From an optimization exercise on the open Yosys and OpenROAD flow, aimed at small area, a short achievable clock period and few clock cycles; shortcuts taken in it are not production practice.
RTL that was checked went through simulation tests only; none was proved equivalent to the original.
For runs 1 and 2, only the layout was checked, not whether the RTL still works.

**design/flow/config.mk**
```make
export PLATFORM = sky130hd
export DESIGN_NAME = conv_rescaler
export DESIGN_NICKNAME = conv_rescaler
export VERILOG_FILES = /design/flow/design.v
export SDC_FILE = /design/flow/constraint.sdc
export NUM_CORES = 4
export LEC_CHECK = 0
export ABC_CLOCK_PERIOD_IN_PS = 4000
export CAP_MARGIN = 20
export CORE_MARGIN = 2
export CORE_UTILIZATION = 40
export SETUP_SLACK_MARGIN = 5
export SLEW_MARGIN = 20
```
**design/flow/constraint.sdc**
```tcl
create_clock -name core_clock -period 9.0 [get_ports {clock}]
set_input_delay 1.8000 -clock core_clock [delete_from_list [all_inputs] [get_ports {clock}]]
set_output_delay 1.8000 -clock core_clock [all_outputs]
set_load 0.01 [all_outputs]
```
**design/flow/design.v**
```verilog
module conv_rescaler #(
    parameter int NB_PIXEL = 19,
    parameter int NB_COUNT = 32,
    parameter int NB_OUT   = 8,
    parameter int NB_FRAC  = 16
) (
    input  logic                clock,
    input  logic                reset,
    input  logic                i_extremesValid,
    input  logic [NB_PIXEL-1:0] i_maxValue,
    input  logic [NB_PIXEL-1:0] i_minValue,
    input  logic [NB_COUNT-1:0] i_imageSize,
    input  logic                i_valid,
    input  logic [NB_PIXEL-1:0] i_convValue,
    output logic                o_ready,
    output logic [NB_OUT-1:0]   o_pixel,
    output logic                o_valid,
    output logic                o_endSignal
);
    localparam int NB_R     = NB_PIXEL;
    localparam int NB_SCALE = NB_OUT + NB_FRAC;           
    localparam int ND       = (NB_R + 2) / 2;             
    localparam int LC       = 10;                         
    localparam logic [NB_SCALE-1:0] DIVIDEND = {{NB_OUT{1'b1}}, {NB_FRAC{1'b0}}};
    logic                 init_q, prep_q, div_q, run_q;
    logic                 v0_q, l0_q, v1_q, l1_q, v2_q, l2_q, v3_q, e3_q;
    logic [NB_PIXEL-1:0]  c_q;        
    logic [NB_PIXEL-1:0]  min_q;
    logic [NB_R-1:0]      range_q;
    logic [NB_COUNT-1:0]  count_q;    
    logic [NB_SCALE-1:0]  scale_q;
    logic [3*ND-2:0]      bd_q;       
    logic [NB_SCALE-1:LC] psa_q, psb_q;
    logic                 pc_q;
    logic [NB_OUT-1:0]    pixel_q;
    logic idle, accept, last_acc, lone_end, start;
    logic [NB_PIXEL:0]    delta;      
    logic                 d_neg, d_big, span_ok;   
    logic [NB_R-1:0]      d_clamp;
    logic [NB_R+1:0]      dx;         
    logic [ND-1:0]        b_one, b_two, b_neg;
    logic [NB_R:0]        rem_shift, rem_sub;
    logic [NB_R-1:0]      rem_q, rem_next;
    logic                 q_bit;
    logic [NB_R-1:0]      lead;       
    logic [NB_R-1:0]      rem_init;
    logic [NB_SCALE-1:0]  ra, rb;
    logic [LC-1:0]        lo_sum;
    logic                 lo_c;
    logic [NB_SCALE-LC-1:0] hi_sum;
    logic                 sub_c;
    logic [NB_COUNT-1:0]  count_dec;
    logic [NB_PIXEL+1:0]  be_c, be_m, be_r, bcs_s, bcs_c, bsum;
    assign idle     = !(init_q || prep_q || div_q || run_q);
    assign accept   = i_valid && run_q;
    assign last_acc = accept && (count_q == NB_COUNT'(1));
    assign start    = idle && i_extremesValid;
    assign lone_end = start && (i_imageSize == '0);
    cr_add #(NB_PIXEL + 1) u_delta (
        .a({c_q[NB_PIXEL-1], c_q}), .b(~{min_q[NB_PIXEL-1], min_q}), .ci(1'b1),
        .s(delta), .co());
    assign d_neg   = delta[NB_PIXEL];
    assign span_ok = (range_q != '0);
    assign be_c  = {{2{c_q[NB_PIXEL-1]}}, c_q};
    assign be_m  = ~{{2{min_q[NB_PIXEL-1]}}, min_q};
    assign be_r  = ~{2'b00, range_q};
    assign bcs_s = be_c ^ be_m ^ be_r;
    assign bcs_c = (be_c & be_m) | (be_c & be_r) | (be_m & be_r);
    cr_add #(NB_PIXEL + 2) u_big (.a(bcs_s), .b({bcs_c[NB_PIXEL:0], 1'b0}), .ci(1'b1), .s(bsum), .co());
    assign d_big = !bsum[NB_PIXEL+1];
    always_comb begin
        d_clamp = delta[NB_R-1:0];
        if (d_neg)
            d_clamp = '0;
        else if (d_big)
            d_clamp = range_q;
    end
    assign dx = {1'b0, d_clamp, 1'b0};
    always_comb begin
        for (int r = 0; r < ND; r++) begin
            b_one[r] = dx[2*r+1] ^ dx[2*r];
            b_two[r] = (dx[2*r+2] && !dx[2*r+1] && !dx[2*r]) || (!dx[2*r+2] && dx[2*r+1] && dx[2*r]);
            b_neg[r] = dx[2*r+2];
        end
    end
    always_comb begin
        for (int i = 0; i < NB_R; i++) begin
            lead[i] = range_q[i];
            for (int j = i + 1; j < NB_R; j++)
                if (range_q[j]) lead[i] = 1'b0;
        end
        for (int i = 0; i < NB_R; i++) begin
            rem_init[i] = 1'b0;
            for (int j = i + 1; j <= i + NB_OUT && j < NB_R; j++)
                rem_init[i] = rem_init[i] | lead[j];
        end
    end
    assign rem_q     = bd_q[NB_R-1:0];
    assign rem_shift = {rem_q, (scale_q[NB_SCALE-1:NB_OUT] == '0)};
    cr_add #(NB_R + 1) u_div (.a(rem_shift), .b(~{1'b0, range_q}), .ci(1'b1), .s(rem_sub), .co(sub_c));
    assign q_bit     = sub_c;
    assign rem_next  = q_bit ? rem_sub[NB_R-1:0] : rem_shift[NB_R-1:0];
    cr_add #(NB_COUNT) u_cnt (.a(count_q), .b('1), .ci(1'b0), .s(count_dec), .co());
    cr_mul u_mul (.a(scale_q), .one(bd_q[ND-1:0]), .two(bd_q[2*ND-1:ND]),
                  .neg({1'b0, bd_q[3*ND-2:2*ND]}), .ra(ra), .rb(rb));
    cr_add #(LC) u_lo (.a(ra[LC-1:0]), .b(rb[LC-1:0]), .ci(1'b0), .s(lo_sum), .co(lo_c));
    cr_add #(NB_SCALE - LC) u_hi (.a(psa_q), .b(psb_q), .ci(pc_q), .s(hi_sum), .co());
    always_ff @(posedge clock or negedge reset) begin
        if (!reset) begin
            init_q <= 1'b0;
            prep_q <= 1'b0;
            div_q  <= 1'b0;
            run_q  <= 1'b0;
            v0_q   <= 1'b0;
            l0_q   <= 1'b0;
            v1_q   <= 1'b0;
            l1_q   <= 1'b0;
            v2_q   <= 1'b0;
            l2_q   <= 1'b0;
            v3_q   <= 1'b0;
            e3_q   <= 1'b0;
        end else begin
            init_q <= start && !lone_end;
            prep_q <= init_q;
            div_q  <= (prep_q && span_ok) || (div_q && !scale_q[NB_SCALE-1]);
            run_q  <= (prep_q && !span_ok) || (div_q && scale_q[NB_SCALE-1]) || (run_q && !last_acc);
            v0_q   <= accept;
            l0_q   <= last_acc;
            v1_q   <= v0_q;
            l1_q   <= l0_q;
            v2_q   <= v1_q;
            l2_q   <= v1_q && l1_q;
            v3_q   <= v2_q;
            e3_q   <= l2_q || lone_end;
        end
    end
    always_ff @(posedge clock) begin
        c_q <= idle ? i_maxValue : i_convValue;
        if (idle) begin
            min_q   <= i_minValue;
            count_q <= i_imageSize;
        end else if (accept) begin
            count_q <= count_dec;
        end
        if (init_q)
            range_q <= d_neg ? '0 : delta[NB_R-1:0];    
        if (prep_q)
            scale_q <= NB_SCALE'(lead);            
        else if (div_q)
            scale_q <= {scale_q[NB_SCALE-2:0], q_bit};
        bd_q <= {b_neg[ND-2:0], b_two, b_one};
        if (prep_q)
            bd_q[NB_R-1:0] <= rem_init;
        else if (div_q)
            bd_q[NB_R-1:0] <= rem_next;
        psa_q   <= ra[NB_SCALE-1:LC];
        psb_q   <= rb[NB_SCALE-1:LC];
        pc_q    <= lo_c;
        pixel_q <= hi_sum[NB_SCALE-LC-1:NB_FRAC-LC];
    end
    assign o_ready     = run_q;
    assign o_pixel     = pixel_q;
    assign o_valid     = v3_q;
    assign o_endSignal = e3_q;
endmodule
module cr_add #(
    parameter int W = 8
) (
    input  logic [W-1:0] a,
    input  logic [W-1:0] b,
    input  logic         ci,
    output logic [W-1:0] s,
    output logic         co
);
    localparam int L = $clog2(W + 1);
    localparam int N = 1 << L;
    logic [N-1:0] g, p, x;
    always_comb begin
        x = '0;
        g = '0;
        p = '0;
        x[W-1:0] = a ^ b;
        g[W-1:0] = a & b;
        p[W-1:0] = x[W-1:0];
        g[0] = g[0] | (p[0] & ci);
        for (int d = 0; d < L; d++)
            for (int i = (2 << d) - 1; i < N; i += (2 << d)) begin
                g[i] = g[i] | (p[i] & g[i - (1 << d)]);
                p[i] = p[i] & p[i - (1 << d)];
            end
        for (int d = L - 2; d >= 0; d--)
            for (int i = 3 * (1 << d) - 1; i < N; i += (2 << d)) begin
                g[i] = g[i] | (p[i] & g[i - (1 << d)]);
                p[i] = p[i] & p[i - (1 << d)];
            end
        s[0] = x[0] ^ ci;
        for (int i = 1; i < W; i++)
            s[i] = x[i] ^ g[i - 1];
        co = g[W - 1];
    end
endmodule
module cr_mul (input logic [23:0] a, input logic [9:0] one, input logic [9:0] two, input logic [9:0] neg, output logic [23:0] ra, output logic [23:0] rb);
wire pp1;
wire pp2;
wire pp3;
wire pp4;
wire pp5;
wire pp6;
wire pp7;
wire pp8;
wire pp9;
wire pp10;
wire pp11;
wire pp12;
wire pp13;
wire pp14;
wire pp15;
wire pp16;
wire pp17;
wire pp18;
wire pp19;
wire pp20;
wire pp21;
wire pp22;
wire pp23;
wire pp24;
wire pp25;
wire pp26;
wire pp27;
wire pp28;
wire pp29;
wire pp30;
wire pp31;
wire pp32;
wire pp33;
wire pp34;
wire pp35;
wire pp36;
wire pp37;
wire pp38;
wire pp39;
wire pp40;
wire pp41;
wire pp42;
wire pp43;
wire pp44;
wire pp45;
wire pp46;
wire pp47;
wire pp48;
wire pp49;
wire pp50;
wire pp51;
wire pp52;
wire pp53;
wire pp54;
wire pp55;
wire pp56;
wire pp57;
wire pp58;
wire pp59;
wire pp60;
wire pp61;
wire pp62;
wire pp63;
wire pp64;
wire pp65;
wire pp66;
wire pp67;
wire pp68;
wire pp69;
wire pp70;
wire pp71;
wire pp72;
wire pp73;
wire pp74;
wire pp75;
wire pp76;
wire pp77;
wire pp78;
wire pp79;
wire pp80;
wire pp81;
wire pp82;
wire pp83;
wire pp84;
wire pp85;
wire pp86;
wire pp87;
wire pp88;
wire pp89;
wire pp90;
wire pp91;
wire pp92;
wire pp93;
wire pp94;
wire pp95;
wire pp96;
wire pp97;
wire pp98;
wire pp99;
wire pp100;
wire pp101;
wire pp102;
wire pp103;
wire pp104;
wire pp105;
wire pp106;
wire pp107;
wire pp108;
wire pp109;
wire pp110;
wire pp111;
wire pp112;
wire pp113;
wire pp114;
wire pp115;
wire pp116;
wire pp117;
wire pp118;
wire pp119;
wire pp120;
wire pp121;
wire pp122;
wire pp123;
wire pp124;
wire pp125;
wire pp126;
wire pp127;
wire pp128;
wire pp129;
wire pp130;
wire pp131;
wire pp132;
wire pp133;
wire pp134;
wire pp135;
wire pp136;
wire pp137;
wire pp138;
wire pp139;
wire pp140;
wire pp141;
wire pp142;
wire pp143;
wire pp144;
wire pp145;
wire pp146;
wire pp147;
wire pp148;
wire pp149;
wire pp150;
wire s151;
wire c152;
wire s153;
wire c154;
wire s155;
wire c156;
wire s157;
wire c158;
wire s159;
wire c160;
wire s161;
wire c162;
wire s163;
wire c164;
wire s165;
wire c166;
wire s167;
wire c168;
wire s169;
wire c170;
wire s171;
wire c172;
wire s173;
wire c174;
wire s175;
wire c176;
wire s177;
wire c178;
wire s179;
wire c180;
wire s181;
wire c182;
wire s183;
wire c184;
wire s185;
wire c186;
wire s187;
wire c188;
wire s189;
wire c190;
wire s191;
wire c192;
wire s193;
wire c194;
wire s195;
wire c196;
wire s197;
wire c198;
wire s199;
wire c200;
wire s201;
wire c202;
wire s203;
wire c204;
wire s205;
wire c206;
wire s207;
wire c208;
wire s209;
wire c210;
wire s211;
wire c212;
wire s213;
wire c214;
wire s215;
wire c216;
wire s217;
wire c218;
wire s219;
wire c220;
wire s221;
wire c222;
wire s223;
wire c224;
wire s225;
wire c226;
wire s227;
wire c228;
wire s229;
wire c230;
wire s231;
wire c232;
wire s233;
wire c234;
wire s235;
wire c236;
wire s237;
wire c238;
wire s239;
wire c240;
wire s241;
wire c242;
wire s243;
wire c244;
wire s245;
wire c246;
wire s247;
wire c248;
wire s249;
wire c250;
wire s251;
wire c252;
wire s253;
wire c254;
wire s255;
wire c256;
wire s257;
wire c258;
wire s259;
wire c260;
wire s261;
wire c262;
wire s263;
wire c264;
wire s265;
wire c266;
wire s267;
wire c268;
wire s269;
wire c270;
wire s271;
wire c272;
wire s273;
wire c274;
wire s275;
wire c276;
wire s277;
wire c278;
wire s279;
wire c280;
wire s281;
wire c282;
wire s283;
wire c284;
wire s285;
wire c286;
wire s287;
wire c288;
wire s289;
wire c290;
wire s291;
wire c292;
wire s293;
wire c294;
wire s295;
wire c296;
wire s297;
wire c298;
wire s299;
wire c300;
wire s301;
wire c302;
wire s303;
wire c304;
wire s305;
wire c306;
wire s307;
wire c308;
wire s309;
wire c310;
wire s311;
wire c312;
wire s313;
wire c314;
wire s315;
wire c316;
wire s317;
wire c318;
wire s319;
wire c320;
wire s321;
wire c322;
wire s323;
wire c324;
wire s325;
wire c326;
wire s327;
wire c328;
wire s329;
wire c330;
wire s331;
wire c332;
wire s333;
wire c334;
wire s335;
wire c336;
wire s337;
wire c338;
wire s339;
wire c340;
wire s341;
wire c342;
wire s343;
wire c344;
wire s345;
wire c346;
wire s347;
wire c348;
wire s349;
wire c350;
wire s351;
wire c352;
wire s353;
wire c354;
wire s355;
wire c356;
wire s357;
wire c358;
wire s359;
wire c360;
wire s361;
wire c362;
wire s363;
wire c364;
wire s365;
wire c366;
wire s367;
wire c368;
wire s369;
wire c370;
wire s371;
wire c372;
wire s373;
wire c374;
wire x375;
wire x376;
wire x377;
wire x378;
wire x379;
wire x380;
wire x381;
wire x382;
wire x383;
wire x384;
wire x385;
wire x386;
wire x387;
wire x388;
wire x389;
wire x390;
assign pp1 = ((one[0] & a[0])) ^ neg[0];
assign pp2 = ((one[0] & a[1]) | (two[0] & a[0])) ^ neg[0];
assign pp3 = ((one[0] & a[2]) | (two[0] & a[1])) ^ neg[0];
assign pp4 = ((one[0] & a[3]) | (two[0] & a[2])) ^ neg[0];
assign pp5 = ((one[0] & a[4]) | (two[0] & a[3])) ^ neg[0];
assign pp6 = ((one[0] & a[5]) | (two[0] & a[4])) ^ neg[0];
assign pp7 = ((one[0] & a[6]) | (two[0] & a[5])) ^ neg[0];
assign pp8 = ((one[0] & a[7]) | (two[0] & a[6])) ^ neg[0];
assign pp9 = ((one[0] & a[8]) | (two[0] & a[7])) ^ neg[0];
assign pp10 = ((one[0] & a[9]) | (two[0] & a[8])) ^ neg[0];
assign pp11 = ((one[0] & a[10]) | (two[0] & a[9])) ^ neg[0];
assign pp12 = ((one[0] & a[11]) | (two[0] & a[10])) ^ neg[0];
assign pp13 = ((one[0] & a[12]) | (two[0] & a[11])) ^ neg[0];
assign pp14 = ((one[0] & a[13]) | (two[0] & a[12])) ^ neg[0];
assign pp15 = ((one[0] & a[14]) | (two[0] & a[13])) ^ neg[0];
assign pp16 = ((one[0] & a[15]) | (two[0] & a[14])) ^ neg[0];
assign pp17 = ((one[0] & a[16]) | (two[0] & a[15])) ^ neg[0];
assign pp18 = ((one[0] & a[17]) | (two[0] & a[16])) ^ neg[0];
assign pp19 = ((one[0] & a[18]) | (two[0] & a[17])) ^ neg[0];
assign pp20 = ((one[0] & a[19]) | (two[0] & a[18])) ^ neg[0];
assign pp21 = ((one[0] & a[20]) | (two[0] & a[19])) ^ neg[0];
assign pp22 = ((one[0] & a[21]) | (two[0] & a[20])) ^ neg[0];
assign pp23 = ((one[0] & a[22]) | (two[0] & a[21])) ^ neg[0];
assign pp24 = ((one[0] & a[23]) | (two[0] & a[22])) ^ neg[0];
assign pp25 = ((one[1] & a[0])) ^ neg[1];
assign pp26 = ((one[1] & a[1]) | (two[1] & a[0])) ^ neg[1];
assign pp27 = ((one[1] & a[2]) | (two[1] & a[1])) ^ neg[1];
assign pp28 = ((one[1] & a[3]) | (two[1] & a[2])) ^ neg[1];
assign pp29 = ((one[1] & a[4]) | (two[1] & a[3])) ^ neg[1];
assign pp30 = ((one[1] & a[5]) | (two[1] & a[4])) ^ neg[1];
assign pp31 = ((one[1] & a[6]) | (two[1] & a[5])) ^ neg[1];
assign pp32 = ((one[1] & a[7]) | (two[1] & a[6])) ^ neg[1];
assign pp33 = ((one[1] & a[8]) | (two[1] & a[7])) ^ neg[1];
assign pp34 = ((one[1] & a[9]) | (two[1] & a[8])) ^ neg[1];
assign pp35 = ((one[1] & a[10]) | (two[1] & a[9])) ^ neg[1];
assign pp36 = ((one[1] & a[11]) | (two[1] & a[10])) ^ neg[1];
assign pp37 = ((one[1] & a[12]) | (two[1] & a[11])) ^ neg[1];
assign pp38 = ((one[1] & a[13]) | (two[1] & a[12])) ^ neg[1];
assign pp39 = ((one[1] & a[14]) | (two[1] & a[13])) ^ neg[1];
assign pp40 = ((one[1] & a[15]) | (two[1] & a[14])) ^ neg[1];
assign pp41 = ((one[1] & a[16]) | (two[1] & a[15])) ^ neg[1];
assign pp42 = ((one[1] & a[17]) | (two[1] & a[16])) ^ neg[1];
assign pp43 = ((one[1] & a[18]) | (two[1] & a[17])) ^ neg[1];
assign pp44 = ((one[1] & a[19]) | (two[1] & a[18])) ^ neg[1];
assign pp45 = ((one[1] & a[20]) | (two[1] & a[19])) ^ neg[1];
assign pp46 = ((one[1] & a[21]) | (two[1] & a[20])) ^ neg[1];
assign pp47 = ((one[2] & a[0])) ^ neg[2];
assign pp48 = ((one[2] & a[1]) | (two[2] & a[0])) ^ neg[2];
assign pp49 = ((one[2] & a[2]) | (two[2] & a[1])) ^ neg[2];
assign pp50 = ((one[2] & a[3]) | (two[2] & a[2])) ^ neg[2];
assign pp51 = ((one[2] & a[4]) | (two[2] & a[3])) ^ neg[2];
assign pp52 = ((one[2] & a[5]) | (two[2] & a[4])) ^ neg[2];
assign pp53 = ((one[2] & a[6]) | (two[2] & a[5])) ^ neg[2];
assign pp54 = ((one[2] & a[7]) | (two[2] & a[6])) ^ neg[2];
assign pp55 = ((one[2] & a[8]) | (two[2] & a[7])) ^ neg[2];
assign pp56 = ((one[2] & a[9]) | (two[2] & a[8])) ^ neg[2];
assign pp57 = ((one[2] & a[10]) | (two[2] & a[9])) ^ neg[2];
assign pp58 = ((one[2] & a[11]) | (two[2] & a[10])) ^ neg[2];
assign pp59 = ((one[2] & a[12]) | (two[2] & a[11])) ^ neg[2];
assign pp60 = ((one[2] & a[13]) | (two[2] & a[12])) ^ neg[2];
assign pp61 = ((one[2] & a[14]) | (two[2] & a[13])) ^ neg[2];
assign pp62 = ((one[2] & a[15]) | (two[2] & a[14])) ^ neg[2];
assign pp63 = ((one[2] & a[16]) | (two[2] & a[15])) ^ neg[2];
assign pp64 = ((one[2] & a[17]) | (two[2] & a[16])) ^ neg[2];
assign pp65 = ((one[2] & a[18]) | (two[2] & a[17])) ^ neg[2];
assign pp66 = ((one[2] & a[19]) | (two[2] & a[18])) ^ neg[2];
assign pp67 = ((one[3] & a[0])) ^ neg[3];
assign pp68 = ((one[3] & a[1]) | (two[3] & a[0])) ^ neg[3];
assign pp69 = ((one[3] & a[2]) | (two[3] & a[1])) ^ neg[3];
assign pp70 = ((one[3] & a[3]) | (two[3] & a[2])) ^ neg[3];
assign pp71 = ((one[3] & a[4]) | (two[3] & a[3])) ^ neg[3];
assign pp72 = ((one[3] & a[5]) | (two[3] & a[4])) ^ neg[3];
assign pp73 = ((one[3] & a[6]) | (two[3] & a[5])) ^ neg[3];
assign pp74 = ((one[3] & a[7]) | (two[3] & a[6])) ^ neg[3];
assign pp75 = ((one[3] & a[8]) | (two[3] & a[7])) ^ neg[3];
assign pp76 = ((one[3] & a[9]) | (two[3] & a[8])) ^ neg[3];
assign pp77 = ((one[3] & a[10]) | (two[3] & a[9])) ^ neg[3];
assign pp78 = ((one[3] & a[11]) | (two[3] & a[10])) ^ neg[3];
assign pp79 = ((one[3] & a[12]) | (two[3] & a[11])) ^ neg[3];
assign pp80 = ((one[3] & a[13]) | (two[3] & a[12])) ^ neg[3];
assign pp81 = ((one[3] & a[14]) | (two[3] & a[13])) ^ neg[3];
assign pp82 = ((one[3] & a[15]) | (two[3] & a[14])) ^ neg[3];
assign pp83 = ((one[3] & a[16]) | (two[3] & a[15])) ^ neg[3];
assign pp84 = ((one[3] & a[17]) | (two[3] & a[16])) ^ neg[3];
assign pp85 = ((one[4] & a[0])) ^ neg[4];
assign pp86 = ((one[4] & a[1]) | (two[4] & a[0])) ^ neg[4];
assign pp87 = ((one[4] & a[2]) | (two[4] & a[1])) ^ neg[4];
assign pp88 = ((one[4] & a[3]) | (two[4] & a[2])) ^ neg[4];
assign pp89 = ((one[4] & a[4]) | (two[4] & a[3])) ^ neg[4];
assign pp90 = ((one[4] & a[5]) | (two[4] & a[4])) ^ neg[4];
assign pp91 = ((one[4] & a[6]) | (two[4] & a[5])) ^ neg[4];
assign pp92 = ((one[4] & a[7]) | (two[4] & a[6])) ^ neg[4];
assign pp93 = ((one[4] & a[8]) | (two[4] & a[7])) ^ neg[4];
assign pp94 = ((one[4] & a[9]) | (two[4] & a[8])) ^ neg[4];
assign pp95 = ((one[4] & a[10]) | (two[4] & a[9])) ^ neg[4];
assign pp96 = ((one[4] & a[11]) | (two[4] & a[10])) ^ neg[4];
assign pp97 = ((one[4] & a[12]) | (two[4] & a[11])) ^ neg[4];
assign pp98 = ((one[4] & a[13]) | (two[4] & a[12])) ^ neg[4];
assign pp99 = ((one[4] & a[14]) | (two[4] & a[13])) ^ neg[4];
assign pp100 = ((one[4] & a[15]) | (two[4] & a[14])) ^ neg[4];
assign pp101 = ((one[5] & a[0])) ^ neg[5];
assign pp102 = ((one[5] & a[1]) | (two[5] & a[0])) ^ neg[5];
assign pp103 = ((one[5] & a[2]) | (two[5] & a[1])) ^ neg[5];
assign pp104 = ((one[5] & a[3]) | (two[5] & a[2])) ^ neg[5];
assign pp105 = ((one[5] & a[4]) | (two[5] & a[3])) ^ neg[5];
assign pp106 = ((one[5] & a[5]) | (two[5] & a[4])) ^ neg[5];
assign pp107 = ((one[5] & a[6]) | (two[5] & a[5])) ^ neg[5];
assign pp108 = ((one[5] & a[7]) | (two[5] & a[6])) ^ neg[5];
assign pp109 = ((one[5] & a[8]) | (two[5] & a[7])) ^ neg[5];
assign pp110 = ((one[5] & a[9]) | (two[5] & a[8])) ^ neg[5];
assign pp111 = ((one[5] & a[10]) | (two[5] & a[9])) ^ neg[5];
assign pp112 = ((one[5] & a[11]) | (two[5] & a[10])) ^ neg[5];
assign pp113 = ((one[5] & a[12]) | (two[5] & a[11])) ^ neg[5];
assign pp114 = ((one[5] & a[13]) | (two[5] & a[12])) ^ neg[5];
assign pp115 = ((one[6] & a[0])) ^ neg[6];
assign pp116 = ((one[6] & a[1]) | (two[6] & a[0])) ^ neg[6];
assign pp117 = ((one[6] & a[2]) | (two[6] & a[1])) ^ neg[6];
assign pp118 = ((one[6] & a[3]) | (two[6] & a[2])) ^ neg[6];
assign pp119 = ((one[6] & a[4]) | (two[6] & a[3])) ^ neg[6];
assign pp120 = ((one[6] & a[5]) | (two[6] & a[4])) ^ neg[6];
assign pp121 = ((one[6] & a[6]) | (two[6] & a[5])) ^ neg[6];
assign pp122 = ((one[6] & a[7]) | (two[6] & a[6])) ^ neg[6];
assign pp123 = ((one[6] & a[8]) | (two[6] & a[7])) ^ neg[6];
assign pp124 = ((one[6] & a[9]) | (two[6] & a[8])) ^ neg[6];
assign pp125 = ((one[6] & a[10]) | (two[6] & a[9])) ^ neg[6];
assign pp126 = ((one[6] & a[11]) | (two[6] & a[10])) ^ neg[6];
assign pp127 = ((one[7] & a[0])) ^ neg[7];
assign pp128 = ((one[7] & a[1]) | (two[7] & a[0])) ^ neg[7];
assign pp129 = ((one[7] & a[2]) | (two[7] & a[1])) ^ neg[7];
assign pp130 = ((one[7] & a[3]) | (two[7] & a[2])) ^ neg[7];
assign pp131 = ((one[7] & a[4]) | (two[7] & a[3])) ^ neg[7];
assign pp132 = ((one[7] & a[5]) | (two[7] & a[4])) ^ neg[7];
assign pp133 = ((one[7] & a[6]) | (two[7] & a[5])) ^ neg[7];
assign pp134 = ((one[7] & a[7]) | (two[7] & a[6])) ^ neg[7];
assign pp135 = ((one[7] & a[8]) | (two[7] & a[7])) ^ neg[7];
assign pp136 = ((one[7] & a[9]) | (two[7] & a[8])) ^ neg[7];
assign pp137 = ((one[8] & a[0])) ^ neg[8];
assign pp138 = ((one[8] & a[1]) | (two[8] & a[0])) ^ neg[8];
assign pp139 = ((one[8] & a[2]) | (two[8] & a[1])) ^ neg[8];
assign pp140 = ((one[8] & a[3]) | (two[8] & a[2])) ^ neg[8];
assign pp141 = ((one[8] & a[4]) | (two[8] & a[3])) ^ neg[8];
assign pp142 = ((one[8] & a[5]) | (two[8] & a[4])) ^ neg[8];
assign pp143 = ((one[8] & a[6]) | (two[8] & a[5])) ^ neg[8];
assign pp144 = ((one[8] & a[7]) | (two[8] & a[6])) ^ neg[8];
assign pp145 = (one[9] & a[0]);
assign pp146 = (one[9] & a[1]) | (two[9] & a[0]);
assign pp147 = (one[9] & a[2]) | (two[9] & a[1]);
assign pp148 = (one[9] & a[3]) | (two[9] & a[2]);
assign pp149 = (one[9] & a[4]) | (two[9] & a[3]);
assign pp150 = (one[9] & a[5]) | (two[9] & a[4]);
assign s151 = pp17 ^ pp39;
assign c152 = pp17 & pp39;
assign s153 = pp18 ^ pp40;
assign c154 = pp18 & pp40;
assign s155 = pp19 ^ pp41 ^ pp61;
assign c156 = (pp19 & pp41) | (pp19 & pp61) | (pp41 & pp61);
assign s157 = pp20 ^ pp42 ^ pp62;
assign c158 = (pp20 & pp42) | (pp20 & pp62) | (pp42 & pp62);
assign s159 = pp21 ^ pp43 ^ pp63;
assign c160 = (pp21 & pp43) | (pp21 & pp63) | (pp43 & pp63);
assign s161 = pp22 ^ pp44 ^ pp64;
assign c162 = (pp22 & pp44) | (pp22 & pp64) | (pp44 & pp64);
assign s163 = pp23 ^ pp45 ^ pp65;
assign c164 = (pp23 & pp45) | (pp23 & pp65) | (pp45 & pp65);
assign s165 = pp11 ^ pp33;
assign c166 = pp11 & pp33;
assign s167 = pp12 ^ pp34;
assign c168 = pp12 & pp34;
assign s169 = pp13 ^ pp35 ^ pp55;
assign c170 = (pp13 & pp35) | (pp13 & pp55) | (pp35 & pp55);
assign s171 = pp73 ^ pp89;
assign c172 = pp73 & pp89;
assign s173 = pp14 ^ pp36 ^ pp56;
assign c174 = (pp14 & pp36) | (pp14 & pp56) | (pp36 & pp56);
assign s175 = pp74 ^ pp90;
assign c176 = pp74 & pp90;
assign s177 = pp15 ^ pp37 ^ pp57;
assign c178 = (pp15 & pp37) | (pp15 & pp57) | (pp37 & pp57);
assign s179 = pp75 ^ pp91 ^ pp105;
assign c180 = (pp75 & pp91) | (pp75 & pp105) | (pp91 & pp105);
assign s181 = pp117 ^ pp127;
assign c182 = pp117 & pp127;
assign s183 = pp16 ^ pp38 ^ pp58;
assign c184 = (pp16 & pp38) | (pp16 & pp58) | (pp38 & pp58);
assign s185 = pp76 ^ pp92 ^ pp106;
assign c186 = (pp76 & pp92) | (pp76 & pp106) | (pp92 & pp106);
assign s187 = pp118 ^ pp128;
assign c188 = pp118 & pp128;
assign s189 = pp59 ^ pp77 ^ pp93;
assign c190 = (pp59 & pp77) | (pp59 & pp93) | (pp77 & pp93);
assign s191 = pp107 ^ pp119 ^ pp129;
assign c192 = (pp107 & pp119) | (pp107 & pp129) | (pp119 & pp129);
assign s193 = pp137 ^ neg[8] ^ s151;
assign c194 = (pp137 & neg[8]) | (pp137 & s151) | (neg[8] & s151);
assign s195 = pp60 ^ pp78 ^ pp94;
assign c196 = (pp60 & pp78) | (pp60 & pp94) | (pp78 & pp94);
assign s197 = pp108 ^ pp120 ^ pp130;
assign c198 = (pp108 & pp120) | (pp108 & pp130) | (pp120 & pp130);
assign s199 = pp138 ^ s153 ^ c152;
assign c200 = (pp138 & s153) | (pp138 & c152) | (s153 & c152);
assign s201 = pp79 ^ pp95 ^ pp109;
assign c202 = (pp79 & pp95) | (pp79 & pp109) | (pp95 & pp109);
assign s203 = pp121 ^ pp131 ^ pp139;
assign c204 = (pp121 & pp131) | (pp121 & pp139) | (pp131 & pp139);
assign s205 = pp145 ^ s155 ^ c154;
assign c206 = (pp145 & s155) | (pp145 & c154) | (s155 & c154);
assign s207 = pp80 ^ pp96 ^ pp110;
assign c208 = (pp80 & pp96) | (pp80 & pp110) | (pp96 & pp110);
assign s209 = pp122 ^ pp132 ^ pp140;
assign c210 = (pp122 & pp132) | (pp122 & pp140) | (pp132 & pp140);
assign s211 = pp146 ^ s157 ^ c156;
assign c212 = (pp146 & s157) | (pp146 & c156) | (s157 & c156);
assign s213 = pp81 ^ pp97 ^ pp111;
assign c214 = (pp81 & pp97) | (pp81 & pp111) | (pp97 & pp111);
assign s215 = pp123 ^ pp133 ^ pp141;
assign c216 = (pp123 & pp133) | (pp123 & pp141) | (pp133 & pp141);
assign s217 = pp147 ^ s159 ^ c158;
assign c218 = (pp147 & s159) | (pp147 & c158) | (s159 & c158);
assign s219 = pp82 ^ pp98 ^ pp112;
assign c220 = (pp82 & pp98) | (pp82 & pp112) | (pp98 & pp112);
assign s221 = pp124 ^ pp134 ^ pp142;
assign c222 = (pp124 & pp134) | (pp124 & pp142) | (pp134 & pp142);
assign s223 = pp148 ^ s161 ^ c160;
assign c224 = (pp148 & s161) | (pp148 & c160) | (s161 & c160);
assign s225 = pp83 ^ pp99 ^ pp113;
assign c226 = (pp83 & pp99) | (pp83 & pp113) | (pp99 & pp113);
assign s227 = pp125 ^ pp135 ^ pp143;
assign c228 = (pp125 & pp135) | (pp125 & pp143) | (pp135 & pp143);
assign s229 = pp149 ^ s163 ^ c162;
assign c230 = (pp149 & s163) | (pp149 & c162) | (s163 & c162);
assign s231 = pp7 ^ pp29;
assign c232 = pp7 & pp29;
assign s233 = pp8 ^ pp30;
assign c234 = pp8 & pp30;
assign s235 = pp9 ^ pp31 ^ pp51;
assign c236 = (pp9 & pp31) | (pp9 & pp51) | (pp31 & pp51);
assign s237 = pp69 ^ pp85;
assign c238 = pp69 & pp85;
assign s239 = pp10 ^ pp32 ^ pp52;
assign c240 = (pp10 & pp32) | (pp10 & pp52) | (pp32 & pp52);
assign s241 = pp70 ^ pp86;
assign c242 = pp70 & pp86;
assign s243 = pp53 ^ pp71 ^ pp87;
assign c244 = (pp53 & pp71) | (pp53 & pp87) | (pp71 & pp87);
assign s245 = pp101 ^ neg[5] ^ s165;
assign c246 = (pp101 & neg[5]) | (pp101 & s165) | (neg[5] & s165);
assign s247 = pp54 ^ pp72 ^ pp88;
assign c248 = (pp54 & pp72) | (pp54 & pp88) | (pp72 & pp88);
assign s249 = pp102 ^ s167 ^ c166;
assign c250 = (pp102 & s167) | (pp102 & c166) | (s167 & c166);
assign s251 = pp103 ^ pp115 ^ neg[6];
assign c252 = (pp103 & pp115) | (pp103 & neg[6]) | (pp115 & neg[6]);
assign s253 = s169 ^ s171 ^ c168;
assign c254 = (s169 & s171) | (s169 & c168) | (s171 & c168);
assign s255 = pp104 ^ pp116 ^ s173;
assign c256 = (pp104 & pp116) | (pp104 & s173) | (pp116 & s173);
assign s257 = s175 ^ c170 ^ c172;
assign c258 = (s175 & c170) | (s175 & c172) | (c170 & c172);
assign s259 = neg[7] ^ s177 ^ s179;
assign c260 = (neg[7] & s177) | (neg[7] & s179) | (s177 & s179);
assign s261 = s181 ^ c174 ^ c176;
assign c262 = (s181 & c174) | (s181 & c176) | (c174 & c176);
assign s263 = s183 ^ s185 ^ s187;
assign c264 = (s183 & s185) | (s183 & s187) | (s185 & s187);
assign s265 = c178 ^ c180 ^ c182;
assign c266 = (c178 & c180) | (c178 & c182) | (c180 & c182);
assign s267 = s189 ^ s191 ^ s193;
assign c268 = (s189 & s191) | (s189 & s193) | (s191 & s193);
assign s269 = c184 ^ c186 ^ c188;
assign c270 = (c184 & c186) | (c184 & c188) | (c186 & c188);
assign s271 = s195 ^ s197 ^ s199;
assign c272 = (s195 & s197) | (s195 & s199) | (s197 & s199);
assign s273 = c190 ^ c192 ^ c194;
assign c274 = (c190 & c192) | (c190 & c194) | (c192 & c194);
assign s275 = s201 ^ s203 ^ s205;
assign c276 = (s201 & s203) | (s201 & s205) | (s203 & s205);
assign s277 = c196 ^ c198 ^ c200;
assign c278 = (c196 & c198) | (c196 & c200) | (c198 & c200);
assign s279 = s207 ^ s209 ^ s211;
assign c280 = (s207 & s209) | (s207 & s211) | (s209 & s211);
assign s281 = c202 ^ c204 ^ c206;
assign c282 = (c202 & c204) | (c202 & c206) | (c204 & c206);
assign s283 = s213 ^ s215 ^ s217;
assign c284 = (s213 & s215) | (s213 & s217) | (s215 & s217);
assign s285 = c208 ^ c210 ^ c212;
assign c286 = (c208 & c210) | (c208 & c212) | (c210 & c212);
assign s287 = s219 ^ s221 ^ s223;
assign c288 = (s219 & s221) | (s219 & s223) | (s221 & s223);
assign s289 = c214 ^ c216 ^ c218;
assign c290 = (c214 & c216) | (c214 & c218) | (c216 & c218);
assign s291 = s225 ^ s227 ^ s229;
assign c292 = (s225 & s227) | (s225 & s229) | (s227 & s229);
assign s293 = c220 ^ c222 ^ c224;
assign c294 = (c220 & c222) | (c220 & c224) | (c222 & c224);
assign s295 = pp5 ^ pp27;
assign c296 = pp5 & pp27;
assign s297 = pp6 ^ pp28;
assign c298 = pp6 & pp28;
assign s299 = pp49 ^ pp67 ^ neg[3];
assign c300 = (pp49 & pp67) | (pp49 & neg[3]) | (pp67 & neg[3]);
assign s301 = pp50 ^ pp68 ^ s233;
assign c302 = (pp50 & pp68) | (pp50 & s233) | (pp68 & s233);
assign s303 = neg[4] ^ s235 ^ s237;
assign c304 = (neg[4] & s235) | (neg[4] & s237) | (s235 & s237);
assign s305 = s239 ^ s241 ^ c236;
assign c306 = (s239 & s241) | (s239 & c236) | (s241 & c236);
assign s307 = s243 ^ s245 ^ c240;
assign c308 = (s243 & s245) | (s243 & c240) | (s245 & c240);
assign s309 = s247 ^ s249 ^ c244;
assign c310 = (s247 & s249) | (s247 & c244) | (s249 & c244);
assign s311 = s251 ^ s253 ^ c248;
assign c312 = (s251 & s253) | (s251 & c248) | (s253 & c248);
assign s313 = s255 ^ s257 ^ c252;
assign c314 = (s255 & s257) | (s255 & c252) | (s257 & c252);
assign s315 = s259 ^ s261 ^ c256;
assign c316 = (s259 & s261) | (s259 & c256) | (s261 & c256);
assign s317 = s263 ^ s265 ^ c260;
assign c318 = (s263 & s265) | (s263 & c260) | (s265 & c260);
assign s319 = s267 ^ s269 ^ c264;
assign c320 = (s267 & s269) | (s267 & c264) | (s269 & c264);
assign s321 = s271 ^ s273 ^ c268;
assign c322 = (s271 & s273) | (s271 & c268) | (s273 & c268);
assign s323 = s275 ^ s277 ^ c272;
assign c324 = (s275 & s277) | (s275 & c272) | (s277 & c272);
assign s325 = s279 ^ s281 ^ c276;
assign c326 = (s279 & s281) | (s279 & c276) | (s281 & c276);
assign s327 = s283 ^ s285 ^ c280;
assign c328 = (s283 & s285) | (s283 & c280) | (s285 & c280);
assign s329 = s287 ^ s289 ^ c284;
assign c330 = (s287 & s289) | (s287 & c284) | (s289 & c284);
assign s331 = s291 ^ s293 ^ c288;
assign c332 = (s291 & s293) | (s291 & c288) | (s293 & c288);
assign s333 = pp3 ^ pp25;
assign c334 = pp3 & pp25;
assign s335 = pp4 ^ pp26;
assign c336 = pp4 & pp26;
assign s337 = pp47 ^ neg[2] ^ s295;
assign c338 = (pp47 & neg[2]) | (pp47 & s295) | (neg[2] & s295);
assign s339 = pp48 ^ s297 ^ c296;
assign c340 = (pp48 & s297) | (pp48 & c296) | (s297 & c296);
assign s341 = s231 ^ s299 ^ c298;
assign c342 = (s231 & s299) | (s231 & c298) | (s299 & c298);
assign s343 = c232 ^ s301 ^ c300;
assign c344 = (c232 & s301) | (c232 & c300) | (s301 & c300);
assign s345 = c234 ^ s303 ^ c302;
assign c346 = (c234 & s303) | (c234 & c302) | (s303 & c302);
assign s347 = c238 ^ s305 ^ c304;
assign c348 = (c238 & s305) | (c238 & c304) | (s305 & c304);
assign s349 = c242 ^ s307 ^ c306;
assign c350 = (c242 & s307) | (c242 & c306) | (s307 & c306);
assign s351 = c246 ^ s309 ^ c308;
assign c352 = (c246 & s309) | (c246 & c308) | (s309 & c308);
assign s353 = c250 ^ s311 ^ c310;
assign c354 = (c250 & s311) | (c250 & c310) | (s311 & c310);
assign s355 = c254 ^ s313 ^ c312;
assign c356 = (c254 & s313) | (c254 & c312) | (s313 & c312);
assign s357 = c258 ^ s315 ^ c314;
assign c358 = (c258 & s315) | (c258 & c314) | (s315 & c314);
assign s359 = c262 ^ s317 ^ c316;
assign c360 = (c262 & s317) | (c262 & c316) | (s317 & c316);
assign s361 = c266 ^ s319 ^ c318;
assign c362 = (c266 & s319) | (c266 & c318) | (s319 & c318);
assign s363 = c270 ^ s321 ^ c320;
assign c364 = (c270 & s321) | (c270 & c320) | (s321 & c320);
assign s365 = c274 ^ s323 ^ c322;
assign c366 = (c274 & s323) | (c274 & c322) | (s323 & c322);
assign s367 = c278 ^ s325 ^ c324;
assign c368 = (c278 & s325) | (c278 & c324) | (s325 & c324);
assign s369 = c282 ^ s327 ^ c326;
assign c370 = (c282 & s327) | (c282 & c326) | (s327 & c326);
assign s371 = c286 ^ s329 ^ c328;
assign c372 = (c286 & s329) | (c286 & c328) | (s329 & c328);
assign s373 = c290 ^ s331 ^ c330;
assign c374 = (c290 & s331) | (c290 & c330) | (s331 & c330);
assign x375 = pp24 ^ pp46;
assign x376 = pp66 ^ pp84;
assign x377 = pp100 ^ pp114;
assign x378 = pp126 ^ pp136;
assign x379 = pp144 ^ pp150;
assign x380 = x375 ^ x376;
assign x381 = x377 ^ x378;
assign x382 = x379 ^ x380;
assign x383 = x381 ^ c164;
assign x384 = c226 ^ c228;
assign x385 = x382 ^ x383;
assign x386 = x384 ^ x385;
assign x387 = c230 ^ x386;
assign x388 = x387 ^ c292;
assign x389 = c294 ^ x388;
assign x390 = x389 ^ c332;
assign ra = {x390, s373, s371, s369, s367, s365, s363, s361, s359, s357, s355, s353, s351, s349, s347, s345, s343, s341, s339, s337, s335, neg[1], pp2, pp1};
assign rb = {c374, c372, c370, c368, c366, c364, c362, c360, c358, c356, c354, c352, c350, c348, c346, c344, c342, c340, c338, c336, c334, s333, 1'b0, neg[0]};
endmodule
```
**design/flow/flow/run.sh**
```bash
#!/bin/bash
# Standard layout, with the port buffers made from the smallest plain buffer and a clock tree
# of smaller buffers without dummy loads.
set -euo pipefail
export BUFFER_PORTS_ARGS="-buffer_cell sky130_fd_sc_hd__buf_1"
export CTS_ARGS="-sink_clustering_enable -repair_clock_nets -dont_use_dummy_load -buf_list {sky130_fd_sc_hd__clkbuf_4 sky130_fd_sc_hd__clkbuf_8}"
bash standard.sh > standard_flow.log 2>&1
```
**design/flow/standard.sh**
```bash
#!/bin/bash
# synth_recipe.tcl (not shown) runs the flow's synth.tcl, then flattens the netlist and writes it again
# the make line also repeats each setting of config.mk as NAME=value (left out here)
make -C /OpenROAD-flow-scripts/flow DESIGN_CONFIG=/design/flow/config.mk WORK_HOME=/design/flow/orfs CLKGATE_MAP_FILE= SYNTH_SCRIPT=/design/flow/synth_recipe.tcl "${@:-finish}"
```
==> results.txt, run 1 <==
- Dpl cells: 2184
- Drt via density: 5.44
- Worst Path Arrival: 4280 ps
- Die X-Extent: 205 microns
- Nets: 2042
- Yosys warning count: 6
- EDFF count, synth: 89
- Critical path, cell by cell: inv_1, fa_1, ha_1, a211oi_1, nor2_1, nor4_2, a21oi_1, mux2i_4, buf_8, nor2_1, a211oi_2, ha_1, inv_1, o32a_1, o21ai_1
- PortBufs: 103
- Root cell of the clock tree: clkbuf_8
- Post-Route WL: 39600 microns
- Mapped Nets: 1994
- Fill cells: 3856
- Worst-margin pin slew: 967 ps
- R2R Setup Slk: 5110 ps
- Number of H-tree levels: 4
- End of the critical path: bd_q[9]$_DFF_P_
- Number of remaining DRC errors: 0
- Syn_area_per_cell: 9.71 sq um
- Fmax: 257 MHz
- First-pass GRT wire length: 65400 microns
- All-layer global routing usage: 19.9%
- Post-synthesis cell type count: 67
- Starting Density: 40.5%
- Slowest CP cell: edfxtp_1
- Vias: 12100
- Die Y: 205 microns
- Detailed router's first-iteration violation count: 892
- Most common cell after layout, fill and taps aside: inv_1
- Worst slew margin: 35.5%
- Post-route ant nets: 0
- CP startpoint kind: flop
- Max Slew Vio Count: 0
- Max Buffers Root-to-Sink: 2
- Post-synth ARST share: 6.28%
- Kind of critical path: flop to flop
- Critical path required time: 9390 ps
- Max-cap violations: 0
- Placeable Area: 39700 sq um
- Synth top area share: 16.7%
- Clock Skew: 49.3 ps
- Post-Syn Area: 16100 sq um
- Final hold violation count: 0
- Hold_buf cts: 0
- Share of cells above drive strength 1: 6.17%
- Clk sinks: 191
- CP Capture Type: flop
- TritonCTS buffer count: 17
- RR Endpoint: bd_q[9]$_DFF_P_
- DR pass1 iterations: 5
- Worst r2r path cells: 15
- Half-perimeter wire length after placement: 29700 microns
- Register bit total from synthesis: 191
- Tmin final: 3890 ps
- Vias in the first global route: 12200
- Row count: 73
- Syn-to-layout area delta: 7.88%
- Max FO, Critical Path: 56
- Most frequent cells in the layout: inv_1, nand2_1, a22oi_1
- Worst-path clk slew: 110 ps
- Slowest cell delay on critical path: 530 ps
- Skew-Pair Late Insertion Delay: 530 ps
- DR WL/cell: 17.8 microns
- Crit share post-route: 43.3%
- Top_reg_cell synth: dfxtp_1
- Ant diodes: 0
- Reg-to-Reg Start: range_q[13]$_SDFFCE_PN0P_
- Initial antenna violation count: 0
- Sequential fraction of the synthesis area: 29.7%
- Setup_tns: 0 ps
- Synth area leader: fa_1
- GPL Wtd Cong: 0.919
- GR Overflow Total: 0
- Status: timing/DRC/antenna clean
- Largest net degree at the start of global routing: 59
- Hold crit path type: flop to flop
- Finished Layout Cells: 2228
- I/O pin count: 104
- Gate Count Post-Synth: 1657
- Largest cells by area after synthesis: fa_1, edfxtp_1, dfxtp_1
- Overall die area: 41800 sq um
- CTS tree: built
- Setup Viol. Count Final: 0
- RSZ-0062 raised after global routing: true
- Crit. Startpoint: range_q[13]$_SDFFCE_PN0P_
[state kept, by name, summed over array words and instances, names as in the netlist, 8 cells and up]
name     cells
bd_q        29
min_q       19
psb_q       14
range_q     19
count_q     32
scale_q     24
pixel_q      8
c_q         19
psa_q       14
[kinds of logic (layout without fill, tap and decap cells)]
| logic type | count (synthesis) | count (layout) | synth area share [%] |
|---|---|---|---|
| AND/OR/NAND/NOR | 361 | 361 | 10.1 |
| AO/OA/AOI/OAI | 338 | 338 | 15.0 |
| buffers and inverters | 283 | 329 | 6.69 |
| adder cells (fa/ha/maj) | 244 | 244 | 25.2 |
| XOR/XNOR | 211 | 211 | 11.5 |
| flip-flops | 191 | 191 | 29.7 |
| multiplexers | 29 | 29 | 1.89 |
[Yosys cell counts (all sizes together), types with 14 or more instances]
cell type,number
nand3,24
mux2i,18
a21o,14
nand2,148
inv,162
xor2,88
ha,110
nor3,18
o221ai,14
a22oi,139
dfxtp,90
edfxtp,89
xnor2,123
o21ai,55
a21oi,44
nor2,90
nor4,27
fa,134
buf,26
clkbuf,95
[routing by layer]
metal	global-route usage [%]	part of all wire, %	wire, microns	up-vias
met2	33.4	48	19100	367
li1	-	-	-	5758
met5	0	0	0	-
met1	25.8	44	17300	5920
met3	2.97	5.2	2050	78
met4	7.51	2.9	1160	0
[repair_timing]
action                                  CTS  global route
resized for setup                         9             9
pin swaps                                 0             4
setup buffers                             0            27
endpoints found under the setup margin   41            53
[critical path: cells and delay by family, from the launching register on]
| family | cells | cell delay [ps] |
|---|---|---|
| AND/OR/NAND/NOR | 3 | 460 |
| AO/OA/AOI/OAI | 5 | 860 |
| flip-flops | 1 | 530 |
| multiplexers | 1 | 210 |
| buffers and inverters | 3 | 650 |
| adder cells (fa/ha/maj) | 3 | 1060 |
[metrics by stage]
stage	util, %	worst slack (ps)	instance area, sq um	hold slack [ps]
2_1_floorplan	-	5240	16100	331
3_3_place_gp	42.4	4630	16800	335
3_5_place_dp	42.4	4600	16800	337
4_1_cts	43.0	4920	17100	360
5_1_grt	43.7	4870	17400	366
6_report	43.7	5110	17400	359
[layout make-up]
| class | instances | area, sq um | share of cell area, % |
|---|---|---|---|
| Sequential cell | 191 | 4780 | 27.5 |
| Multi-Input combinational cell | 1183 | 10300 | 59.4 |
| Clock buffer | 17 | 234 | 1.35 |
| Timing Repair Buffer | 150 | 767 | 4.42 |
| Tap cell | 525 | 657 | 3.78 |
| Inverter | 162 | 608 | 3.50 |
[worst min-delay path by stage]
stage,slack [ps],startpoint,end,depth (start not counted)
2_1_floorplan,330,l0_q$_DFF_PN0_,l1_q$_DFF_PN0_,0
3_3_place_gp,340,v0_q$_DFF_PN0_,v1_q$_DFF_PN0_,0
3_5_place_dp,340,v0_q$_DFF_PN0_,v1_q$_DFF_PN0_,0
4_1_cts,360,v0_q$_DFF_PN0_,v1_q$_DFF_PN0_,0
5_1_grt,370,v0_q$_DFF_PN0_,v1_q$_DFF_PN0_,0
6_report,360,v2_q$_DFF_PN0_,v3_q$_DFF_PN0_,0
==> run 2: changes to the inputs <==
==> design/flow/flow/run.sh (replaced) <==
#!/bin/bash
# Standard layout, with the port buffers made from the smallest plain buffer, a clock tree
# of smaller buffers without dummy loads, and timing repair aiming 3.4 ns below the clock period.
set -euo pipefail
export BUFFER_PORTS_ARGS="-buffer_cell sky130_fd_sc_hd__buf_1"
export CTS_ARGS="-sink_clustering_enable -repair_clock_nets -dont_use_dummy_load -buf_list {sky130_fd_sc_hd__clkbuf_4 sky130_fd_sc_hd__clkbuf_8}"
export SETUP_SLACK_MARGIN=5.6
bash standard.sh > standard_flow.log 2>&1
==> design/flow/config.mk (replaced) <==
export PLATFORM = sky130hd
export DESIGN_NAME = conv_rescaler
export DESIGN_NICKNAME = conv_rescaler
export VERILOG_FILES = /design/flow/design.v
export SDC_FILE = /design/flow/constraint.sdc
export NUM_CORES = 4
export LEC_CHECK = 0
export ABC_CLOCK_PERIOD_IN_PS = 3500
export CAP_MARGIN = 20
export CORE_MARGIN = 2
export CORE_UTILIZATION = 40
export SLEW_MARGIN = 20
==> run 2 against run 1 <==
Net effect:
- still clean on timing, DRC and antenna
- cell area grew 6.0%
- final cell count grew 2.6%
- setup slack gained 200 ps
- routed wire length grew 3.8%
- maximum frequency grew 5.4%
- critical path type unchanged
==> results.txt, run 2 <==
- GR Overflow Total: 0
- Hold crit path type: flop to flop
- Final WS setup: 5310 ps
- Crit share post-route: 41.0%
- Yosys warning count: 6
- Synth top area share: 16.7%
- WP buf/inv: 3
- Crit path top cell by count: fa_2
- Setup_tns: 0 ps
- Most common cell after layout, fill and taps aside: inv_1
- GPL Wtd Cong: 0.910
- Worst-path clk slew: 110 ps
- Post-Route WL: 41100 microns
- I/O pin count: 104
- RSZ-0062 raised after global routing: true
- Most frequent cells after synthesis: inv_1, nand2_1, a22oi_1, fa_1, xnor2_1
- Register bit total from synthesis: 191
- Synth area leader: fa_1
- Cell family with most CP delay: adder cells
- Max Slew Vio Count: 0
- Half-perimeter wire length after placement: 29200 microns
- Clk sinks: 191
- Largest net degree at the start of global routing: 57
- Vias in the first global route: 12600
- Max FO, Critical Path: 3
- Drt via density: 5.41
- Most common cell in the synthesized netlist: inv_1
- Mapped Nets: 1994
- All-layer global routing usage: 20.2%
- Multi-input gate area: 10700 sq um
- Ant diodes: 0
- EDFF count, synth: 89
- Top_reg_cell synth: dfxtp_1
- Post-DP Area: 16900 sq um
- Gate Count Post-Synth: 1657
- Critical path, cell by cell: buf_6, buf_6, a22oi_2, xor2_1, fa_1, fa_2, fa_2, fa_1, inv_2, fa_2
- Fill cells: 3704
- Worst Path Arrival: 4140 ps
- Tmin final: 3690 ps
- Max FFs per register: 32
- Root cell of the clock tree: clkbuf_8
- Dpl cells: 2184
- Max-cap violations: 0
- Clock Skew: 40.3 ps
- CP Capture Type: flop
- Die X-Extent: 205 microns
- Status: timing/DRC/antenna clean
- Post-route ant nets: 0
- Row count: 73
- Detailed router's first-iteration violation count: 1061
- Top reg by flops: count_q
- Number of remaining DRC errors: 0
- Finished Layout Cells: 2285
- Final design utilization: 46.3%
- Syn-to-layout area delta: 14.4%
- DP Worst Slack: 4610 ps
- Number of H-tree levels: 4
- Die Y: 205 microns
- DR pass1 iterations: 6
- Seq. cell area: 4800 sq um
- Placeable Area: 39700 sq um
- CTS tree: built
- Post-route cell area: 18400 sq um
- Slowest cell delay on critical path: 570 ps
- Nets: 2099
- Skew-Pair Late Insertion Delay: 520 ps
- Worst-margin pin slew: 944 ps
- Post-Syn Area: 16100 sq um
- Syn_area_per_cell: 9.71 sq um
- PortBufs: 103
- Most frequent cells in the layout: inv_1, nand2_1, a22oi_1
- Kind of critical path: flop to flop
- Setup Viol. Count Final: 0
- Max Buffers Root-to-Sink: 2
- Worst slew margin: 37.1%
- CP startpoint kind: flop
- Slowest CP cell: fa_2
- Share of cells above drive strength 1: 14.0%
- Starting Density: 40.5%
- TritonCTS buffer count: 17
- Post-synth ARST share: 6.28%
- Largest cells by area after synthesis: fa_1, edfxtp_1, dfxtp_1
- Fmax: 271 MHz
- Post-synthesis cell type count: 67
- First-pass GRT wire length: 66900 microns
- Sequential fraction of the synthesis area: 29.7%
- Initial antenna violation count: 0
- Overall die area: 41800 sq um
- Vias: 12400
- DR WL/cell: 18.0 microns
- Top flop regs: count_q (32), bd_q (29), scale_q (24)
- Critical path required time: 9440 ps
- Final hold violation count: 0
[run 2: cell counts after synthesis]
No cell type changed its count.
[run 2: area by class of cell]
type | count | share of cell area [%]
Sequential cell | 191 | 26.1
Tap cell | 525 | 3.57
Timing Repair Buffer | 205 | 7.66
Multi-Input combinational cell | 1185 | 58.1
Inverter | 162 | 3.33
Clock buffer | 17 | 1.27
[run 2: logic make-up (layout without fill, tap and decap cells)]
| group | Yosys count | after routing | synth area share, % |
|---|---|---|---|
| compound gates | 338 | 338 | 15.0 |
| mux | 29 | 29 | 1.89 |
| buf+inv | 283 | 384 | 6.69 |
| simple gates | 361 | 363 | 10.1 |
| fa+ha+maj | 244 | 244 | 25.2 |
| flops | 191 | 191 | 29.7 |
| xor+xnor | 211 | 211 | 11.5 |
[run 2: final timing paths]
check                                            from           endpoint  slack (ps)  cells after the start
min in group asynchronous                       reset     e3_q$_DFF_PN0_        1290                      1
max in group asynchronous                       reset    run_q$_DFF_PN0_        7270                      1
worst max register to register  scale_q[18]$_DFFE_PP_  psa_q[21]$_DFF_P_        5310                     10
worst max-delay path            scale_q[18]$_DFFE_PP_  psa_q[21]$_DFF_P_        5310                     10
worst min register to register         v0_q$_DFF_PN0_     v1_q$_DFF_PN0_         360                      0
worst min-delay path                   v0_q$_DFF_PN0_     v1_q$_DFF_PN0_         360                      0
[run 2: repair_timing]
item,in CTS,in global routing
endpoints found under the setup margin,159,138
cloned,4,2
setup buffers,56,22
gates resized for setup,93,34
hold buffers,0,0
pin swaps,55,23
[run 2: through the flow]
stage / hold slack (ps)
floorplan: 331
global placement: 333
detailed placement: 335
CTS: 359
global route: 365
finish: 356
[run 2: routing by layer]
layer	routed length [microns]	GRT usage [%]	share of wire, %
met1	18200	26.5	44
met3	2060	2.94	5.0
met2	20100	34.1	49
met4	838	6.83	2.0
met5	0	0	0
==> run 3: changes to the inputs <==
--- a/design/flow/design.v
+++ b/design/flow/design.v
@@ -24,7 +24,7 @@
     localparam logic [NB_SCALE-1:0] DIVIDEND = {{NB_OUT{1'b1}}, {NB_FRAC{1'b0}}};
     logic                 init_q, prep_q, div_q, run_q;
     logic                 v0_q, l0_q, v1_q, l1_q, v2_q, l2_q, v3_q, e3_q;
-    logic [NB_PIXEL-1:0]  c_q;        
+    logic [NB_PIXEL:0]    c_q;        
     logic [NB_PIXEL-1:0]  min_q;
     logic [NB_R-1:0]      range_q;
     logic [NB_COUNT-1:0]  count_q;    
@@ -39,16 +39,14 @@
     logic [NB_R-1:0]      d_clamp;
     logic [NB_R+1:0]      dx;         
     logic [ND-1:0]        b_one, b_two, b_neg;
-    logic [NB_R:0]        rem_shift, rem_sub;
-    logic [NB_R-1:0]      rem_q, rem_next;
-    logic                 q_bit;
+    logic [NB_R-1:0]      rem_next;
+    logic                 q_bit, dbit_next;
     logic [NB_R-1:0]      lead;       
     logic [NB_R-1:0]      rem_init;
     logic [NB_SCALE-1:0]  ra, rb;
     logic [LC-1:0]        lo_sum;
     logic                 lo_c;
     logic [NB_SCALE-LC-1:0] hi_sum;
-    logic                 sub_c;
     logic [NB_COUNT-1:0]  count_dec;
     logic [NB_PIXEL+1:0]  be_c, be_m, be_r, bcs_s, bcs_c, bsum;
     assign idle     = !(init_q || prep_q || div_q || run_q);
@@ -57,12 +55,12 @@
     assign start    = idle && i_extremesValid;
     assign lone_end = start && (i_imageSize == '0);
     cr_add #(NB_PIXEL + 1) u_delta (
-        .a({c_q[NB_PIXEL-1], c_q}), .b(~{min_q[NB_PIXEL-1], min_q}), .ci(1'b1),
+        .a(c_q), .b(~{min_q[NB_PIXEL-1], min_q}), .ci(1'b1),
         .s(delta), .co());
     assign d_neg   = delta[NB_PIXEL];
     assign span_ok = (range_q != '0);
-    assign be_c  = {{2{c_q[NB_PIXEL-1]}}, c_q};
-    assign be_m  = ~{{2{min_q[NB_PIXEL-1]}}, min_q};
+    assign be_c  = {c_q[NB_PIXEL] && !div_q, c_q};
+    assign be_m  = div_q ? '0 : ~{{2{min_q[NB_PIXEL-1]}}, min_q};
     assign be_r  = ~{2'b00, range_q};
     assign bcs_s = be_c ^ be_m ^ be_r;
     assign bcs_c = (be_c & be_m) | (be_c & be_r) | (be_m & be_r);
@@ -95,11 +93,9 @@
                 rem_init[i] = rem_init[i] | lead[j];
         end
     end
-    assign rem_q     = bd_q[NB_R-1:0];
-    assign rem_shift = {rem_q, (scale_q[NB_SCALE-1:NB_OUT] == '0)};
-    cr_add #(NB_R + 1) u_div (.a(rem_shift), .b(~{1'b0, range_q}), .ci(1'b1), .s(rem_sub), .co(sub_c));
-    assign q_bit     = sub_c;
-    assign rem_next  = q_bit ? rem_sub[NB_R-1:0] : rem_shift[NB_R-1:0];
+    assign q_bit     = !bsum[NB_PIXEL+1];
+    assign rem_next  = q_bit ? bsum[NB_R-1:0] : c_q[NB_R-1:0];
+    assign dbit_next = (scale_q[NB_SCALE-2:NB_OUT-1] == '0);
     cr_add #(NB_COUNT) u_cnt (.a(count_q), .b('1), .ci(1'b0), .s(count_dec), .co());
     cr_mul u_mul (.a(scale_q), .one(bd_q[ND-1:0]), .two(bd_q[2*ND-1:ND]),
                   .neg({1'b0, bd_q[3*ND-2:2*ND]}), .ra(ra), .rb(rb));
@@ -135,7 +131,14 @@
         end
     end
     always_ff @(posedge clock) begin
-        c_q <= idle ? i_maxValue : i_convValue;
+        if (idle)
+            c_q <= {i_maxValue[NB_PIXEL-1], i_maxValue};
+        else if (prep_q)
+            c_q <= {rem_init, (lead[NB_R-1:NB_OUT] == '0)};
+        else if (div_q)
+            c_q <= {rem_next, dbit_next};
+        else
+            c_q <= {i_convValue[NB_PIXEL-1], i_convValue};
         if (idle) begin
             min_q   <= i_minValue;
             count_q <= i_imageSize;
@@ -149,10 +152,6 @@
         else if (div_q)
             scale_q <= {scale_q[NB_SCALE-2:0], q_bit};
         bd_q <= {b_neg[ND-2:0], b_two, b_one};
-        if (prep_q)
-            bd_q[NB_R-1:0] <= rem_init;
-        else if (div_q)
-            bd_q[NB_R-1:0] <= rem_next;
         psa_q   <= ra[NB_SCALE-1:LC];
         psb_q   <= rb[NB_SCALE-1:LC];
         pc_q    <= lo_c;
==> design/flow/flow/run.sh (replaced) <==
#!/bin/bash
# Standard layout, with the port buffers made from the smallest plain buffer and a clock tree
# of clkbuf_8 buffers without dummy loads.
set -euo pipefail
export BUFFER_PORTS_ARGS="-buffer_cell sky130_fd_sc_hd__buf_1"
export CTS_ARGS="-sink_clustering_enable -repair_clock_nets -dont_use_dummy_load -buf_list {sky130_fd_sc_hd__clkbuf_8}"
bash standard.sh > standard_flow.log 2>&1
--- a/design/flow/config.mk
+++ b/design/flow/config.mk
@@ -5,8 +5,9 @@
 export SDC_FILE = /design/flow/constraint.sdc
 export NUM_CORES = 4
 export LEC_CHECK = 0
-export ABC_CLOCK_PERIOD_IN_PS = 3500
+export ABC_CLOCK_PERIOD_IN_PS = 4000
 export CAP_MARGIN = 20
 export CORE_MARGIN = 2
 export CORE_UTILIZATION = 40
+export SETUP_SLACK_MARGIN = 5
 export SLEW_MARGIN = 20
==> run 3 against run 2 <==
Net effect:
- worst hold slack better by 1.3 ps
- sequential share of layout area up 1.6 points
- area after synthesis down 0.58%
- sequential cell count rose by 1
- die area is 0.57% lower
- core utilization shrank 2.5 points
- global-route usage rose by 0.42 points
==> results.txt, run 3 <==
- Post-Route WL: 41800 microns
- Max Slew Vio Count: 0
- RSZ-0062 raised after global routing: true
- All-layer global routing usage: 20.6%
- Yosys warning count: 6
- Hold Path Stages: 0
- Final design utilization: 43.8%
- Number of remaining DRC errors: 0
- Worst-margin pin slew: 1090 ps
- Crit share post-route: 43.5%
- Register bit total from synthesis: 192
- Starting Density: 40.4%
- DR pass1 iterations: 5
- Worst slew margin: 26.6%
- Drt via density: 5.47
- Post-DP Area: 16600 sq um
- Kind of critical path: flop to flop
- Clock Skew: 36.3 ps
- CP startpoint kind: flop
- Post-synthesis cell type count: 62
- Half-perimeter wire length after placement: 29600 microns
- Worst hold endpoint: v1_q$_DFF_PN0_
- Max Buffers Root-to-Sink: 2
- Dpl cells: 2151
- Final hold violation count: 0
- Seq. cell area: 4820 sq um
- I/O pin count: 104
- Overall die area: 41600 sq um
- Largest cells by area after synthesis: edfxtp_1, fa_1, dfxtp_1
- Top flop regs: count_q (32), bd_q (29), scale_q (24)
- Synth area leader: edfxtp_1
- Slowest cell delay on critical path: 470 ps
- Gate Count Post-Synth: 1632
- Worst Path Arrival: 4290 ps
- Synth top area share: 16.7%
- Top reg by flops: count_q
- CP Capture Type: flop
- Post-route cell area: 17400 sq um
- Skew-Pair Late Insertion Delay: 520 ps
- Syn_area_per_cell: 9.80 sq um
- WP buf/inv: 2
- Hold crit path type: flop to flop
- TritonCTS buffer count: 17
- Status: timing/DRC/antenna clean
- Die Y: 204 microns
- Cell family with most CP delay: compound AO/OA/AOI/OAI gates
- HP Start: v0_q$_DFF_PN0_
- Placeable Area: 39600 sq um
- R2R Setup Slk: 5090 ps
- Sequential fraction of the synthesis area: 30.0%
- Initial antenna violation count: 0
- Clk sinks: 192
- Vias: 12000
- Setup Viol. Count Final: 0
- Tmin final: 3910 ps
- Vias in the first global route: 12100
- Die X-Extent: 204 microns
- Ant diodes: 0
- Largest net degree at the start of global routing: 54
- Share of cells above drive strength 1: 6.96%
- RR Endpoint: bd_q[9]$_DFF_P_
- First-pass GRT wire length: 66800 microns
- DP Worst Slack: 3520 ps
- Detailed router's first-iteration violation count: 932
- Most common cell in the synthesized netlist: inv_1
## run 3: changes by cell type after synthesis, sizes merged, moves of 9 or more
| cell | change |
|---|---|
| nand2 | -63 |
| inv | +29 |
| ha | -20 |
| nor2 | +18 |
| mux2i | +14 |
| o221ai | -14 |
| xor2 | +11 |
| a211oi | +10 |
| a221oi | +9 |
## run 3: worst max path at each step
stage	slack, ps	depth (start not counted)	endpoint	startpoint
after floorplan	5050	18	bd_q[9]$_DFF_P_	c_q[0]$_DFF_P_
after global placement	3700	15	bd_q[9]$_DFF_P_	div_q$_DFF_PN0_
after detailed placement	3520	15	bd_q[9]$_DFF_P_	div_q$_DFF_PN0_
after CTS	4880	12	c_q[13]$_DFF_P_	div_q$_DFF_PN0_
after global routing	4910	18	bd_q[9]$_DFF_P_	c_q[0]$_DFF_P_
final	5090	14	bd_q[9]$_DFF_P_	div_q$_DFF_PN0_
## run 3: what timing repair did
action                     in CTS  in global routing
pin swaps                      10                 10
hold buffers                    0                  0
buffers inserted                6                 12
resized for setup              35                 16
hold endpoints to repair        0                  0
cloned                          5                  1
setup endpoints to repair     122                 62
## run 3: area by class of cell
type / instances / share of cell area, %
Timing Repair inverter: 2 / 0.0720
Multi-Input combinational cell: 1129 / 58.4
Tap cell: 525 / 3.78
Inverter: 192 / 4.22
Timing Repair Buffer: 135 / 4.46
Clock buffer: 17 / 1.35
Sequential cell: 192 / 27.7
## run 3: worst register-to-register path, stage by stage, from the launching register on
cell and delay, ps:
dfrtp_2 460, buf_6 200, nor2_1 150, fa_1 470, fa_2 400, a211oi_2 260, o21ai_2 140, o2111a_1 310
o21ai_2 200, a31oi_4 140, xnor2_4 280, buf_12 200, nor2_1 80, a211oi_4 230, ha_1 260
## run 3: per-stage QoR
| stage | hold slack [ps] |
|---|---|
| 2_1_floorplan | 331 |
| 3_3_place_gp | 336 |
| 3_5_place_dp | 336 |
| 4_1_cts | 361 |
| 5_1_grt | 366 |
| 6_report | 358 |
## run 3: cell families after synthesis
kind of cell	synth area share, %
AOI/OAI and AO/OA	15.4
buffers and inverters	7.68
and+or+nand+nor	8.86
adders and majority gates	23.7
xor gates and xnor gates	12.2
DFF	30.0
muxes	2.21
## run 3: routing by layer
metal,global-route usage [%],vias to the layer above,wire length [microns]
met5,0,-,0
met1,28.1,5896,18600
li1,-,5614,-
met3,2.85,69,2280
met4,8.67,0,1280
met2,33.0,422,19600
Testbench counts of run 3, summed over its fixed seeds: cycles 20,392.

[separate check: timing with driven ports]
The results above use ideal ports. As a check the final layouts listed here were re-extracted and re-timed, cells and wires unchanged.
Step 1: set_driving_cell puts a clkbuf_16 on clock and a buf_2 on each other input, an assumption about the parent block.
Step 2 adds t to the input delays and takes it off the output delays; t is the mean of the earliest and latest rising clock arrival at the registers after step 1. Input paths then give back, and output paths get back, about the clock's delay inside the block.
Slacks: ideal / step 1 / step 2; pairs: ideal / step 1.
run | shift t [ns] | setup WS [ns] | worst setup path at the end | pins driven straight from the clock port
run 1 | 0.556 | 5.106 / 5.106 / 5.106 | register to register | 1
run 2 | 0.553 | 5.306 / 5.306 / 5.306 | register to register | 1
run 3 | 0.552 | 5.086 / 5.086 / 5.086 | register to register | 1
After both steps setup and hold are still met in every run listed.
